This design comes from an exercise in tuning for small area on the open sky130 flow, not from production work.
Function was checked by simulation only, so behaviour that the tests miss may differ from the original.
Power and IR drop assume default switching activity.

## uart_alu_top
module uart_alu_top #(
  parameter int PRESCALE   = 33,
  parameter int DATA_WIDTH = 8
) (
  input  logic clk,
  input  logic rst,
  input  logic rxd,
  output logic txd
);
Size: roughly 290 cells after synthesis, roughly 4 I/O pins, ~0.0034 mm^2 of cells after synthesis.
export LEC_CHECK = 0
export CAP_MARGIN = 20
export CORE_MARGIN = 2
export CORE_UTILIZATION = 70
export SLEW_MARGIN = 20
create_clock -name core_clock -period 10.0 [get_ports {clk}]
standard.sh (not shown) runs the stock make flow with config.mk's settings and CLKGATE_MAP_FILE= SYNTH_SCRIPT=/design/flow/synth_recipe.tcl, a recipe that flattens the netlist after the stock synthesis.
==> flow/flow/run.sh <==
#!/bin/bash
set -uo pipefail
WD=$(pwd)
RES=$WD/orfs/results/${FLOW_PLATFORM}/uart_alu_top/base
LIB=$FLOW_HOME/platforms/${FLOW_PLATFORM}/lib/sky130_fd_sc_hd__tt_025C_1v80.lib
YOSYS=$(command -v yosys || echo "$FLOW_HOME/../tools/install/yosys/bin/yosys")

# 1. standard synthesis only
bash standard.sh "$RES/1_2_yosys.v" > standard_synth.log 2>&1 || exit 1
cp "$RES/1_2_yosys.v" synth_standard.v

# 2. area re-map of the combinational logic, four seeds in parallel
nregs() { grep -cE '^ *sky130_fd_sc_hd__(e|s|se)?df' "$1"; }
for s in 1 2 3 4; do
  sed -e "s#@SEED@#$s#g" flow/area.abc > area_$s.abc
  sed -e "s#@LIB@#$LIB#g" -e "s#@IN@#$WD/synth_standard.v#g" -e "s#@OUT@#$WD/synth_remap_$s.v#g" \
      -e "s#@ABC@#$WD/area_$s.abc#g" -e "s#@TOP@#$FLOW_TOP#g" flow/remap.ys > remap_$s.ys
  "$YOSYS" -l remap_$s.log -s remap_$s.ys > /dev/null 2>&1 &
done
wait
best=""; best_area=""
for s in 1 2 3 4; do
  area=$(grep -oP "Chip area for module .*: \K[0-9.]+" remap_$s.log | tail -1)
  [[ -s synth_remap_$s.v && -n "$area" ]] || continue
  [[ $(nregs synth_remap_$s.v) -eq $(nregs synth_standard.v) ]] || continue
  if [[ -z "$best" ]] || awk "BEGIN{exit !($area < $best_area)}"; then best=$s; best_area=$area; fi
done
echo "seed ${best:-none} area ${best_area:-none}" > remap_choice.txt
if [[ -n "$best" ]]; then
  cp synth_remap_$best.v "$RES/1_2_yosys.v"
  touch "$RES/1_2_yosys.v"
fi

# 3. the rest of the standard flow, with a lighter clock tree and small port buffers
export BUFFER_PORTS_ARGS="-inputs -outputs -buffer_cell sky130_fd_sc_hd__buf_1"
export CTS_ARGS="-sink_clustering_enable -repair_clock_nets -buf_list sky130_fd_sc_hd__clkbuf_4 -dont_use_dummy_load"
bash standard.sh > standard.log 2>&1
==> flow/flow/area.abc <==
strash
&get -n
&st
&deepsyn -T 30 -S @SEED@
&nf -a -R 3000
&put
==> flow/flow/remap.ys <==
# Re-map the combinational cells of the standard synthesis netlist for area.
# Sequential cells are black boxes, so registers pass through untouched.
read_liberty -ignore_miss_func @LIB@
blackbox =*__df* =*__edf* =*__sdf* =*__sedf* =*__dl* =*__sdl* =*lpflow*
read_verilog @IN@
hierarchy -top @TOP@
flatten
opt_clean -purge
abc -liberty @LIB@ -script @ABC@ -dont_use sky130_fd_sc_hd__probe_p_8 -dont_use sky130_fd_sc_hd__probec_p_8 -dont_use *lpflow*
opt_clean -purge
hierarchy -top @TOP@
delete =sky130_fd_sc_hd__*
rename -hide w:*.*
opt_clean -purge
stat -liberty @LIB@
write_verilog -noattr -nohex -nodec @OUT@
Next try:
--- a/flow/design.v
+++ b/flow/design.v
@@ -58,14 +58,14 @@
       2'd0: r_bit = b[32];
       2'd1: r_bit = b[24];
       2'd2: r_bit = b[16];
       default: r_bit = b[8];
     endcase
   end
-  localparam logic [3:0] RX_IDLE = 4'd0, RX_START = 4'd1, RX_STOP = 4'd2, RX_WAITH = 4'd3,
-                         RX_BP = 4'd4, RX_BP2 = 4'd5;
+  localparam logic [3:0] RX_STOP = 4'd0, RX_BP = 4'd1, RX_BP2 = 4'd2, RX_IDLE = 4'd3,
+                         RX_WAITH = 4'd4, RX_START = 4'd7;
   logic [3:0] rx_st;
   logic       rx_ph;      
   logic       rx_pass;    
   logic       rx_samp;    
   assign rx_pass = (c3 == 2'd0) && (h == rx_ph);
   assign rx_samp = rx_pass && rx_st[3] && hi && !ph[3] && (ph[2:0] == rx_st[2:0]);
@@ -76,19 +76,16 @@
       if (!rxd) begin
         rx_st <= RX_START;
         rx_ph <= ~h;
       end
     end else if (rx_st == RX_WAITH) begin
       if (rxd) rx_st <= RX_IDLE;
-    end else if (rx_st[3:1] == 3'b010) begin
-      if (pend) rx_st <= (rx_st == RX_BP) ? RX_BP2 : RX_IDLE;
+    end else if (rx_st == RX_BP || rx_st == RX_BP2) begin
+      if (pend) rx_st <= rx_st + 4'd1;
     end else if (rx_pass && pend) begin
-      if (rx_st == RX_START)      rx_st <= 4'd8;
-      else if (rx_st == 4'd15)    rx_st <= RX_STOP;
-      else if (rx_st == RX_STOP)  rx_st <= rxd ? RX_BP : RX_WAITH;
-      else                        rx_st <= rx_st + 4'd1;
+      rx_st <= (rx_st == RX_STOP && !rxd) ? RX_WAITH : rx_st + 4'd1;
     end
   end
   localparam logic [1:0] P_HDR = 2'd0, P_PAY = 2'd1, P_RES = 2'd2;
   logic [1:0] pst;
   logic       bp;           
   logic       bp2;          
@@ -126,13 +123,13 @@
     if (pay_pass && fa) y = (ph[4:3] == idx) && r_bit;
     else if (mul)       y = bk && b[0];
     else                y = 1'b0;
   end
   assign sum = a[0] ^ y ^ cy;
   localparam logic [3:0] TX_IDLE = 4'd0, TX_IDLEP = 4'd1,
-                         TX_MUL1 = 4'd4, TX_MUL2 = 4'd5, TX_START = 4'd6;
+                         TX_MUL1 = 4'd4, TX_MUL2 = 4'd5, TX_START = 4'd7;
   logic [3:0] tx_st;
   logic       txq;
   logic       tx_tick, req_res, req, tx_shift;
   assign tx_tick  = pend && h && (c3 == 2'd2);
   assign mul      = (tx_st[3:1] == 3'b010);
   assign req_res  = (pst == P_RES);
@@ -203,37 +200,23 @@
               idx <= idx + 2'd1;
             end
           end
         end
       end
       if (tx_tick) begin
-        unique case (tx_st)
-          TX_IDLE, TX_IDLEP: begin
-            if (req || tx_st[0]) begin
-              txq   <= 1'b0;
-              tx_st <= TX_START;
-              if (req_res) begin
-                idx <= idx + 2'd1;
-                if (idx == 2'd3) pst <= P_HDR;
-              end
-            end else begin
-              tx_st <= TX_IDLE;
+        if (tx_st[3] || tx_st == TX_START) begin
+          txq   <= (tx_st == 4'hF) || a[1];
+          tx_st <= tx_st + 4'd1;
+        end else if (tx_st == TX_IDLE || tx_st == TX_IDLEP) begin
+          if (req || tx_st[0]) begin
+            txq   <= 1'b0;
+            tx_st <= TX_START;
+            if (req_res) begin
+              idx <= idx + 2'd1;
+              if (idx == 2'd3) pst <= P_HDR;
             end
           end
-          TX_MUL1, TX_MUL2: ;
-          TX_START: begin
-            txq   <= a[1];
-            tx_st <= 4'd8;
-          end
-          4'd15: begin
-            txq   <= 1'b1;
-            tx_st <= TX_IDLE;
-          end
-          default: begin
-            txq   <= a[1];
-            tx_st <= tx_st + 4'd1;
-          end
-        endcase
+        end
       end
     end
   end
 endmodule
What happened: The new run produced a clean layout; first-iteration DRC count decreases by 23%; clock power is about the same; design area decreases by 1.3%; power increases by 9.0%; global-route usage decreases by 1.6 points; synthesized area decreases by 0.95%; sequential cell count stays the same; critical path depth increases by 9; worst setup slack is worse by 0.11 ns; sequential power increases by 6.2%; clock skew decreases by 0.0030 ns.


Setup of alpha:
The RTL this note starts from:
==> flow/design.v <==
package uart_alu_pkg;
  localparam int HEADER_BYTES = 4;
  localparam logic [7:0] OP_ECHO  = 8'hEC;
  localparam logic [7:0] OP_ADD32 = 8'hAD;
  localparam logic [7:0] OP_MUL32 = 8'h88;
  typedef enum logic [2:0] {
    ST_IDLE,
    ST_RSV,
    ST_LEN_LO,
    ST_LEN_HI,
    ST_PAYLOAD,
    ST_RESULT
  } state_e;
  function automatic logic [31:0] alu_apply(input logic [7:0]  op,
                                            input logic [31:0] acc,
                                            input logic [31:0] operand);
    alu_apply = (op == OP_MUL32) ? acc * operand : acc + operand;
  endfunction
endpackage
module uart_alu_top #(
  parameter int PRESCALE   = 33,
  parameter int DATA_WIDTH = 8
) (
  input  logic clk,
  input  logic rst,
  input  logic rxd,
  output logic txd
);
  logic [5:0] ph;    
  logic [1:0] c3;    
  logic       h;     
  logic       pend;  
  logic       hi;    
  assign pend = ph[5] && ph[3] && ph[1] && ph[0];
  assign hi   = ph[5];
  always_ff @(posedge clk) begin
    ph <= pend ? 6'd0 : ph + 6'd1;
    if (pend) begin
      if (c3 == 2'd2) begin
        c3 <= 2'd0;
        h  <= ~h;
      end else begin
        c3 <= c3 + 2'd1;
      end
    end
  end
  logic [43:0] a, b;
  logic        a_in, b_in;
  logic        db;     
  always_ff @(posedge clk) begin
    a  <= {a_in, a[43:1]};
    b  <= {b_in, b[43:1]};
    db <= b[0];
  end
  logic r_bit;
  always_comb begin
    unique case (ph[4:3])
      2'd0: r_bit = b[32];
      2'd1: r_bit = b[24];
      2'd2: r_bit = b[16];
      default: r_bit = b[8];
    endcase
  end
  localparam logic [3:0] RX_STOP = 4'd0, RX_BP = 4'd1, RX_BP2 = 4'd2, RX_IDLE = 4'd3,
                         RX_WAITH = 4'd4, RX_START = 4'd7;
  logic [3:0] rx_st;
  logic       rx_ph;      
  logic       rx_pass;    
  logic       rx_samp;    
  assign rx_pass = (c3 == 2'd0) && (h == rx_ph);
  assign rx_samp = rx_pass && rx_st[3] && hi && !ph[3] && (ph[2:0] == rx_st[2:0]);
  always_ff @(posedge clk) begin
    if (rst) begin
      rx_st <= RX_IDLE;
    end else if (rx_st == RX_IDLE) begin
      if (!rxd) begin
        rx_st <= RX_START;
        rx_ph <= ~h;
      end
    end else if (rx_st == RX_WAITH) begin
      if (rxd) rx_st <= RX_IDLE;
    end else if (rx_st == RX_BP || rx_st == RX_BP2) begin
      if (pend) rx_st <= rx_st + 4'd1;
    end else if (rx_pass && pend) begin
      rx_st <= (rx_st == RX_STOP && !rxd) ? RX_WAITH : rx_st + 4'd1;
    end
  end
  localparam logic [1:0] P_HDR = 2'd0, P_PAY = 2'd1, P_RES = 2'd2;
  logic [1:0] pst;
  logic       bp;           
  logic       bp2;          
  assign bp  = (rx_st == RX_BP);
  assign bp2 = (rx_st == RX_BP2);
  logic [1:0] cls;          
  logic       fe, fa, fm;
  localparam logic [1:0] C_NONE = 2'd0, C_ECHO = 2'd1, C_ADD = 2'd2, C_MUL = 2'd3;
  assign fe = (cls == C_ECHO);
  assign fa = (cls == C_ADD);
  assign fm = (cls == C_MUL);
  logic [1:0] idx;          
  logic       mul;          
  logic       cy;
  logic       brw;
  localparam logic [7:0] K_ECHO = 8'hEC, K_ADD = 8'hAD, K_MUL = 8'h88;
  logic [7:0] rbyte;
  assign rbyte = b[39:32];
  logic op_pass, rsv_pass, llo_pass, lhi_pass, pay_pass, dec2;
  assign op_pass  = bp && (pst == P_HDR) && (idx == 2'd0);
  assign rsv_pass = bp && (pst == P_HDR) && (idx == 2'd1);
  assign llo_pass = bp && (pst == P_HDR) && (idx == 2'd2);
  assign lhi_pass = bp && (pst == P_HDR) && (idx == 2'd3);
  assign pay_pass = bp && (pst == P_PAY);
  assign dec2     = bp2;    
  logic lval, dsub, diff_a, bout_a, diff_b, bout_b;
  assign lval   = (lhi_pass && ph[3]) ? b[36] : a[0];
  assign dsub   = (ph[3:0] == 4'd0) || (lhi_pass && ph[3:0] == 4'd2);
  assign diff_a = lval ^ dsub ^ brw;
  assign bout_a = (!lval && (dsub || brw)) || (dsub && brw);
  assign diff_b = b[0] ^ brw;
  assign bout_b = !b[0] && brw;
  logic y, sum;
  always_comb begin
    if (pay_pass && fa) y = (ph[4:3] == idx) && r_bit;
    else if (mul)       y = brw && b[0];
    else                y = 1'b0;
  end
  assign sum = a[0] ^ y ^ cy;
  localparam logic [3:0] TX_IDLE = 4'd0, TX_IDLEP = 4'd1,
                         TX_MUL1 = 4'd4, TX_MUL2 = 4'd5, TX_START = 4'd7;
  logic [3:0] tx_st;
  logic       txq;
  logic       tx_tick, req_res, req, tx_shift;
  assign tx_tick  = pend && h && (c3 == 2'd2);
  assign mul      = (tx_st[3:1] == 3'b010);
  assign req_res  = (pst == P_RES);
  assign req      = req_res;
  assign tx_shift = !h && (c3 == 2'd0) && tx_st[3];
  assign txd      = txq;
  always_comb begin
    if (hi) begin
      if (llo_pass && !ph[3])          a_in = b[0];
      else if (lhi_pass || pay_pass)   a_in = diff_a;
      else                             a_in = a[0];
    end else begin
      if (tx_shift)                    a_in = a[1];    
      else if (rsv_pass)               a_in = (ph[4:0] == 5'd0) && fm;
      else if (pay_pass && fe)         a_in = r_bit;
      else if (pay_pass && fm && idx == 2'd0) a_in = 1'b0;
      else                             a_in = sum;
    end
  end
  always_comb begin
    if (hi && !ph[3]) begin
      if (rx_samp)                     b_in = rxd;
      else if (mul)                    b_in = b[1];    
      else                             b_in = b[0];
    end else if (hi) begin
      if (lhi_pass)                    b_in = b[40];
      else if (dec2)                   b_in = diff_b;
      else                             b_in = b[0];
    end else begin
      if (pay_pass && fm && idx == 2'd0) b_in = a[0];
      else if (mul)                    b_in = (ph[4:0] != 5'd0) && db;
      else                             b_in = b[0];
    end
  end
  always_ff @(posedge clk) begin
    cy <= hi ? 1'b0 : (a[0] & y) | (a[0] & cy) | (y & cy);
    if (pend && (bp2 || mul))          brw <= b[33];    
    else if (hi && (lhi_pass || pay_pass)) brw <= bout_a;
    else if (hi && ph[3] && dec2)      brw <= bout_b;
    else if (!bp && !bp2 && !mul)      brw <= 1'b0;
    if (op_pass && ph == 6'd0) begin
      if (rbyte == K_ECHO)     cls <= C_ECHO;
      else if (rbyte == K_ADD) cls <= C_ADD;
      else if (rbyte == K_MUL) cls <= C_MUL;
      else                     cls <= C_NONE;
    end
  end
  always_ff @(posedge clk) begin
    if (rst) begin
      pst   <= P_HDR;
      idx   <= 2'd0;
      tx_st <= TX_IDLE;
      txq   <= 1'b1;
    end else begin
      if (pend) begin
        if (bp2 && pst == P_PAY && fm) tx_st <= TX_MUL1;
        else if (pay_pass && fe) tx_st <= TX_IDLEP;
        else if (mul && c3 == 2'd1 && h != rx_ph) tx_st <= (tx_st == TX_MUL1) ? TX_MUL2 : TX_IDLE;
        if (bp2) begin
          if (pst == P_HDR) begin
            idx <= idx + 2'd1;
            if (idx == 2'd3) pst <= bout_b ? ((fa || fm) ? P_RES : P_HDR) : P_PAY;
          end else if (pst == P_PAY) begin
            if (bout_b) begin
              idx <= 2'd0;
              pst <= (fa || fm) ? P_RES : P_HDR;
            end else begin
              idx <= idx + 2'd1;
            end
          end
        end
      end
      if (tx_tick) begin
        if (tx_st[3] || tx_st == TX_START) begin
          txq   <= (tx_st == 4'hF) || a[1];
          tx_st <= tx_st + 4'd1;
        end else if (tx_st == TX_IDLE || tx_st == TX_IDLEP) begin
          if (req || tx_st[0]) begin
            txq   <= 1'b0;
            tx_st <= TX_START;
            if (req_res) begin
              idx <= idx + 2'd1;
              if (idx == 2'd3) pst <= P_HDR;
            end
          end
        end
      end
    end
  end
endmodule
clock: 10.0 ns
lec_check: 0
cap_margin: 20
core_margin: 2
core_utilization: 70
slew_margin: 20
==> flow/flow/run.sh <==
#!/bin/bash
set -uo pipefail
WD=$(pwd)
RES=$WD/orfs/results/${FLOW_PLATFORM}/uart_alu_top/base
LIB=$FLOW_HOME/platforms/${FLOW_PLATFORM}/lib/sky130_fd_sc_hd__tt_025C_1v80.lib
YOSYS=$(command -v yosys || echo "$FLOW_HOME/../tools/install/yosys/bin/yosys")

# 1. standard synthesis only
bash standard.sh "$RES/1_2_yosys.v" > standard_synth.log 2>&1 || exit 1
cp "$RES/1_2_yosys.v" synth_standard.v

# 2. area re-map of the combinational logic, eight seeds, four at a time
nregs() { grep -cE '^ *sky130_fd_sc_hd__(e|s|se)?df' "$1"; }
for round in "1 2 3 4" "5 6 7 8"; do
  for s in $round; do
    sed -e "s#@SEED@#$s#g" flow/area.abc > area_$s.abc
    sed -e "s#@LIB@#$LIB#g" -e "s#@IN@#$WD/synth_standard.v#g" -e "s#@OUT@#$WD/synth_remap_$s.v#g" \
        -e "s#@ABC@#$WD/area_$s.abc#g" -e "s#@TOP@#$FLOW_TOP#g" flow/remap.ys > remap_$s.ys
    "$YOSYS" -l remap_$s.log -s remap_$s.ys > /dev/null 2>&1 &
  done
  wait
done
best=""; best_area=""
for s in 1 2 3 4 5 6 7 8; do
  area=$(grep -oP "Chip area for module .*: \K[0-9.]+" remap_$s.log | tail -1)
  [[ -s synth_remap_$s.v && -n "$area" ]] || continue
  [[ $(nregs synth_remap_$s.v) -eq $(nregs synth_standard.v) ]] || continue
  if [[ -z "$best" ]] || awk "BEGIN{exit !($area < $best_area)}"; then best=$s; best_area=$area; fi
done
echo "seed ${best:-none} area ${best_area:-none}" > remap_choice.txt
if [[ -n "$best" ]]; then
  cp synth_remap_$best.v "$RES/1_2_yosys.v"
  touch "$RES/1_2_yosys.v"
fi

# 3. the rest of the standard flow, with a lighter clock tree and small port buffers
export BUFFER_PORTS_ARGS="-inputs -outputs -buffer_cell sky130_fd_sc_hd__buf_1"
export CTS_ARGS="-sink_clustering_enable -repair_clock_nets -buf_list sky130_fd_sc_hd__clkbuf_4 -dont_use_dummy_load"
bash standard.sh > standard.log 2>&1
Scripts as last shown in full above: flow/flow/area.abc, flow/flow/remap.ys
alpha closes out successfully: all stages finished, all timing, DRC and antenna checks passed.
What beta does differently from alpha at the input level:
--- a/flow/design.v
+++ b/flow/design.v
@@ -31,19 +31,25 @@
   logic       h;     
   logic       pend;  
   logic       hi;    
   assign pend = ph[5] && ph[3] && ph[1] && ph[0];
   assign hi   = ph[5];
   always_ff @(posedge clk) begin
-    ph <= pend ? 6'd0 : ph + 6'd1;
-    if (pend) begin
-      if (c3 == 2'd2) begin
-        c3 <= 2'd0;
-        h  <= ~h;
-      end else begin
-        c3 <= c3 + 2'd1;
+    if (rst) begin
+      ph <= 6'd0;
+      c3 <= 2'd0;
+      h  <= 1'b0;
+    end else begin
+      ph <= pend ? 6'd0 : ph + 6'd1;
+      if (pend) begin
+        if (c3 == 2'd2) begin
+          c3 <= 2'd0;
+          h  <= ~h;
+        end else begin
+          c3 <= c3 + 2'd1;
+        end
       end
     end
   end
   logic [43:0] a, b;
   logic        a_in, b_in;
   logic        db;     
==> notes.md <==
When beta is measured against alpha, its total met2 wirelength after detailed routing turns out 6.3% lower.
alpha and beta ended up with nearly the same vertical extent of the die.
Smallest setup slack after layout in beta vs alpha: down 0.0051 ns
Static leakage improves in beta relative to alpha.
Measured against beta, the total power of alpha comes out at 1.13 times the reference value.
Going from alpha to beta, synthesized cell area grew slightly.
Diff alpha -> beta: clock power share increased by 3.7 points relative to the old numbers, power in combinational cells decreased by about 90% relative to the old numbers, share of the clock period used by the worst path after layout closely matched the old numbers, final cell area excluding filler cells increased by about 1% relative to the old numbers.
Signed area change from the synthesized netlist to the final layout delta for beta relative to alpha: 0.44 points higher

## afterwards: timing with drivers on the ports
How much do the figures lean on ideal ports? The routed layouts below were timed once more, with nothing changed but the port constraints. Step 1: set_driving_cell puts a clkbuf_16 on clk and a buf_2 on each other input, an assumption about the parent block. Step 2 times the ports against the registers' clock, not the clock port: input delays grow and output delays shrink by t, the midpoint of the rising clock arrivals with the driver on. Three values: no drivers, after step 1, after step 2; two values: the first two.
run | shift t [ns] | slack for setup (ns) | latest minus earliest clock arrival (ns) | worst slew at a driven data input, ns | cell pins on the clock port's net
the first run of note 1 | 0.494 | 7.039 / 7.011 / 7.057 | 0.038 / 0.039 | 0.03 | 1
the second run of note 1 | 0.494 | 6.931 / 6.931 / 6.853 | 0.035 / 0.035 | 0.03 | 1
alpha | 0.518 | 7.037 / 7.007 / 6.940 | 0.022 / 0.023 | 0.03 | 1
beta | 0.502 | 7.032 / 7.007 / 6.589 | 0.019 / 0.019 | 0.03 | 1
After both steps every run listed still meets setup and hold. The setup slack of beta, which loses most, moves by -0.025 ns with the drivers and by -0.443 ns with both steps.
